This design comes from an exercise in tuning for small area, a short achievable clock period and few clock cycles per item on the open sky130 flow, not from production work. The RTL was checked by simulation tests, not by an equivalence proof against the original design. Power figures rest on the tool's default switching activity, not on a simulated workload.

## job 4891
==> flow/design.v <==
package cag_pkg;
  localparam int unsigned LINE_W    = 64;
  localparam int unsigned CNT_REG_W = 13;
  localparam int unsigned LEN_REG_W = 7;
  localparam int unsigned NUM_W     = 12;
  localparam int unsigned ADDR_W    = 3;
  localparam int unsigned DATA_W    = 32;
  localparam int unsigned MIN_LINES = 6;
  localparam int unsigned MAX_LINES = 4096;
  localparam int unsigned MIN_LEN   = 6;
endpackage
module cag_cell (
  input  logic [2:0] col_s_i,    
  input  logic [2:0] col_c_i,    
  output logic       maj_o
);
  logic k_ge2, k_all, k_any;
  assign k_ge2 = (col_c_i[0] & col_c_i[1]) | (col_c_i[0] & col_c_i[2]) | (col_c_i[1] & col_c_i[2]);
  assign k_all = &col_c_i;
  assign k_any = |col_c_i;
  assign maj_o = (k_ge2 & (|col_s_i)) | k_all | (k_any & (&col_s_i));
endmodule
module cag_row (
  input  logic [cag_pkg::LINE_W-1:0] above_i,
  input  logic [cag_pkg::LINE_W-1:0] cur_i,
  input  logic [cag_pkg::LINE_W-1:0] below_i,
  output logic [cag_pkg::LINE_W-1:0] maj_o
);
  logic [cag_pkg::LINE_W-1:0] col_s, col_c;
  for (genvar y = 0; y < cag_pkg::LINE_W; y++) begin : g_col
    assign {col_c[y], col_s[y]} = 2'(above_i[y]) + 2'(cur_i[y]) + 2'(below_i[y]);
  end
  for (genvar y = 0; y < cag_pkg::LINE_W; y++) begin : g_lane
    if (y >= 3 && y <= cag_pkg::LINE_W - 3) begin : g_cell
      cag_cell u_cell (
        .col_s_i (col_s[y+1:y-1]),
        .col_c_i (col_c[y+1:y-1]),
        .maj_o   (maj_o[y])
      );
    end else begin : g_none
      assign maj_o[y] = 1'b0;
    end
  end
endmodule
module cave_automaton_generation_unit (
  input  logic                          clk_i,
  input  logic                          rst_ni,
  input  logic                          psel,
  input  logic                          penable,
  input  logic                          pwrite,
  input  logic [cag_pkg::ADDR_W-1:0]    paddr,
  input  logic [cag_pkg::DATA_W-1:0]    pwdata,
  output logic [cag_pkg::DATA_W-1:0]    prdata,
  output logic                          pready,
  input  logic                          in_valid_i,
  output logic                          in_ready_o,
  input  logic [cag_pkg::LINE_W-1:0]    line_cells_i,
  output logic                          out_valid_o,
  input  logic                          out_ready_i,
  output logic [cag_pkg::LINE_W-1:0]    new_line_cells_o,
  output logic [cag_pkg::NUM_W-1:0]     line_number_o,
  output logic                          run_last_o,
  output logic                          grid_done_o
);
  localparam int unsigned W  = cag_pkg::LINE_W;
  localparam int unsigned CW = cag_pkg::CNT_REG_W;
  localparam int unsigned LW = cag_pkg::LEN_REG_W;
  localparam int unsigned NW = cag_pkg::NUM_W;
  logic [CW-1:0] line_count_q;
  logic [LW-1:0] line_length_q;
  logic [CW-1:0] rdata_q;
  logic [W-1:0]  a_q, b_q;
  logic          b_pend_q;       
  logic [NW-1:0] rem_q;          
  logic [W-1:0]  p_cells_q;
  logic          p_last_q, p_done_q;
  logic          p_full_q;       
  logic          rdy_q;          
  logic [W-1:0]  out_cells_q;
  logic [NW-1:0] out_num_q;
  logic          out_last_q, out_done_q, out_valid_q;
  logic          out_fresh_q;    
  assign pready = 1'b1;
  always_ff @(posedge clk_i or negedge rst_ni) begin
    if (!rst_ni) begin
      line_count_q  <= CW'(64);
      line_length_q <= LW'(64);
    end else if (psel && penable && pwrite) begin
      if (paddr[2]) line_length_q <= pwdata[LW-1:0];
      else          line_count_q  <= pwdata[CW-1:0];
    end
  end
  always_ff @(posedge clk_i) begin
    rdata_q <= paddr[2] ? CW'(line_length_q) : line_count_q;
  end
  assign prdata = cag_pkg::DATA_W'(rdata_q);
  logic [NW-1:0] last_row;
  logic [LW-1:0] len_eff;
  logic [W-1:0]  len_mask, col_in;
  always_comb begin
    if (line_count_q < CW'(cag_pkg::MIN_LINES))      last_row = NW'(cag_pkg::MIN_LINES - 1);
    else if (line_count_q > CW'(cag_pkg::MAX_LINES)) last_row = NW'(cag_pkg::MAX_LINES - 1);
    else                                             last_row = NW'(line_count_q - CW'(1));
    if (line_length_q < LW'(cag_pkg::MIN_LEN))       len_eff = LW'(cag_pkg::MIN_LEN);
    else if (line_length_q > LW'(W))                 len_eff = LW'(W);
    else                                             len_eff = line_length_q;
    for (int y = 0; y < W; y++) begin
      len_mask[y] = (LW'(y) < len_eff);
      col_in[y]   = (y >= 3) && (LW'(y + 3) <= len_eff);
    end
  end
  logic [W-1:0] maj, beat_cells;
  logic         row_in, beat_last, beat_done;
  cag_row u_row (
    .above_i (a_q),
    .cur_i   (b_q),
    .below_i (line_cells_i),
    .maj_o   (maj)
  );
  logic num_restart;
  assign num_restart = out_done_q || out_fresh_q;
  assign row_in    = !num_restart && (out_num_q >= NW'(2)) && (rem_q >= NW'(2));
  assign beat_last = (rem_q != NW'(1));
  assign beat_done = (rem_q == '0);
  always_comb begin
    for (int y = 0; y < W; y++)
      beat_cells[y] = (row_in && col_in[y]) ? maj[y] : (b_q[y] && len_mask[y]);
  end
  logic in_fire, flush, emit, out_free, to_out, to_skid, skid_out, out_load;
  assign in_fire  = in_valid_i && !p_full_q;
  assign flush    = !p_full_q && !in_valid_i && b_pend_q && beat_done;
  assign emit     = (in_fire && b_pend_q) || flush;
  assign out_free = !out_valid_q || out_ready_i;
  assign to_out   = emit && out_free;
  assign to_skid  = emit && !out_free;
  assign skid_out = p_full_q && out_ready_i;
  assign out_load = to_out || skid_out;
  always_ff @(posedge clk_i or negedge rst_ni) begin
    if (!rst_ni) begin
      b_pend_q    <= 1'b0;
      rem_q       <= '0;
      p_full_q    <= 1'b0;
      rdy_q       <= 1'b1;
      out_valid_q <= 1'b0;
      out_fresh_q <= 1'b1;
    end else begin
      if (in_fire) begin
        b_pend_q <= 1'b1;
        rem_q    <= (!b_pend_q || beat_done) ? last_row : rem_q - NW'(1);
      end else if (flush) begin
        b_pend_q <= 1'b0;
      end
      if (p_full_q) begin
        p_full_q <= !out_ready_i;
        rdy_q    <= out_ready_i;
      end else begin
        p_full_q <= to_skid;
        rdy_q    <= !to_skid;
      end
      if (out_load)         out_valid_q <= 1'b1;
      else if (out_ready_i) out_valid_q <= 1'b0;
      if (out_load)         out_fresh_q <= 1'b0;
    end
  end
  always_ff @(posedge clk_i) begin
    if (in_fire) begin
      a_q <= b_q;
      b_q <= line_cells_i;
    end
    if (!p_full_q) begin
      p_cells_q <= beat_cells;
      p_last_q  <= beat_last;
      p_done_q  <= beat_done;
    end
    if (out_load) begin
      out_cells_q <= p_full_q ? p_cells_q : beat_cells;
      out_last_q  <= p_full_q ? p_last_q : beat_last;
      out_done_q  <= p_full_q ? p_done_q : beat_done;
      out_num_q   <= num_restart ? '0 : out_num_q + NW'(1);
    end
  end
  assign in_ready_o       = rdy_q;
  assign out_valid_o      = out_valid_q;
  assign new_line_cells_o = out_cells_q;
  assign line_number_o    = out_num_q;
  assign run_last_o       = out_last_q;
  assign grid_done_o      = out_done_q;
endmodule
Settings: LEC_CHECK=0, CAP_MARGIN=20, CORE_MARGIN=2, CORE_UTILIZATION=60, CTS_BUF_LIST=sky130_fd_sc_hd__clkbuf_8, CTS_CLUSTER_DIAMETER=40, CTS_CLUSTER_SIZE=12, PLACE_DENSITY=0.7, SETUP_SLACK_MARGIN=4.0, SLEW_MARGIN=20; clock period 6.5 ns.
run.sh (not shown) runs the stock make flow with config.mk's settings and CLKGATE_MAP_FILE= SYNTH_SCRIPT=/design/flow/synth_recipe.tcl, a recipe that flattens the netlist after the stock synthesis.
Testbench counts of job 4891, summed over its fixed seeds: cycles 5,576, lines 5,552.
### job 4891 -> job 8274
- a deleted CTS_CLUSTER_SIZE that had been 12
- a change of PLACE_DENSITY from 0.7 to 0.6
- a change of CORE_UTILIZATION from 60 to 40
- a deleted CTS_CLUSTER_DIAMETER that had been 40
- a deleted CTS_BUF_LIST that had been sky130_fd_sc_hd__clkbuf_8
Results
Going from job 4891 to job 8274, number of iterations in the first detailed-routing pass fell by 1; worst-margin pin slew fell by 120 ps; highest attainable clock frequency fell by 1.0%; number of endpoints with negative hold slack in the final report stayed essentially flat. Job 8274 completed every stage of the flow, and the final layout passed the timing, design-rule and antenna checks. Going from job 4891 to job 8274, sequential power did not really move, total number of cells along the worst setup path moved down. Across both runs, global-route usage over all layers was lower for job 8274 than for job 4891. Job 8274 vs job 4891: worst hold slack down in job 8274. Re sequential element share of the synthesized area: no difference whatsoever between job 8274 and job 4891.
Setup changes, job 8274 to job 2753
- CTS_CLUSTER_DIAMETER now 60, previously not set
- PLACE_DENSITY now 0.7, was 0.6
- CTS_BUF_LIST now sky130_fd_sc_hd__clkbuf_16, previously not set
- CORE_UTILIZATION now 60, was 40
- CTS_CLUSTER_SIZE now 30, previously not set
==> comparison <==
From job 8274 to job 2753 the numbers moved as follows: routed wire length shrank by about 3%; total internal power went down 6.6%.
Job 2753 vs. job 8274: share of total power in combinational logic went up by 0.2 points.
Per-cell via count in the routed design went up by more than 10% going from job 8274 to job 2753.
### job 2753 -> job 140
- TNS_END_PERCENT newly set to 5
Findings:
On clock period minus worst slack, job 140 does worse than job 2753.
Job 140 vs job 2753: non-clock buffer count down by more than 10%
Launch point of the worst path: line_cells_i[48] -> job 2753, line_cells_i[16] -> job 140
Diff job 2753 -> job 140: number of diodes added for antenna fixing went up by 2; sequential share of layout area went up by 1.6 points.
[compare] base=job 2753 new=job 140: combinational share of power down 0.5 points; wire length lower; clock tree buffer count of the final layout shows a reduction of 4.
Delta (job 140 minus job 2753): global-route usage shows a reduction of 2.9 points; final clock period utilization by the worst path shows an increase of 2.7 points; setup slack shows a reduction of 180 ps.

-- separate check: timing with driven ports --
Ports are ideal in the flow. The routed layouts listed here were re-timed in OpenROAD. Step 1 assumes that a clkbuf_16 drives the clock port and a buf_2 every other input. Step 2 also shifts input and output timing later by t, the mid clock arrival at the registers, as if the neighbouring blocks saw the same clock. a / b / c = no drivers / after step 1 / after step 2; a / b = the first two.
run | t, ns | slack for setup (ns) | latest minus earliest clock arrival (ns) | cell pins on the clock port's net
job 4891 | 0.631 | 3.769 / 3.764 / 3.134 | 0.043 / 0.043 | 1
job 8274 | 0.595 | 3.741 / 3.754 / 3.160 | 0.013 / 0.013 | 1
job 2753 | 0.630 | 3.827 / 3.840 / 3.210 | 0.036 / 0.036 | 1
job 140 | 0.609 | 3.649 / 3.614 / 3.067 | 0.019 / 0.019 | 1
After both steps every run listed still meets setup and hold. For job 4891, which loses most, drivers alone change the setup slack by -0.005 ns; drivers and shift together by -0.635 ns.
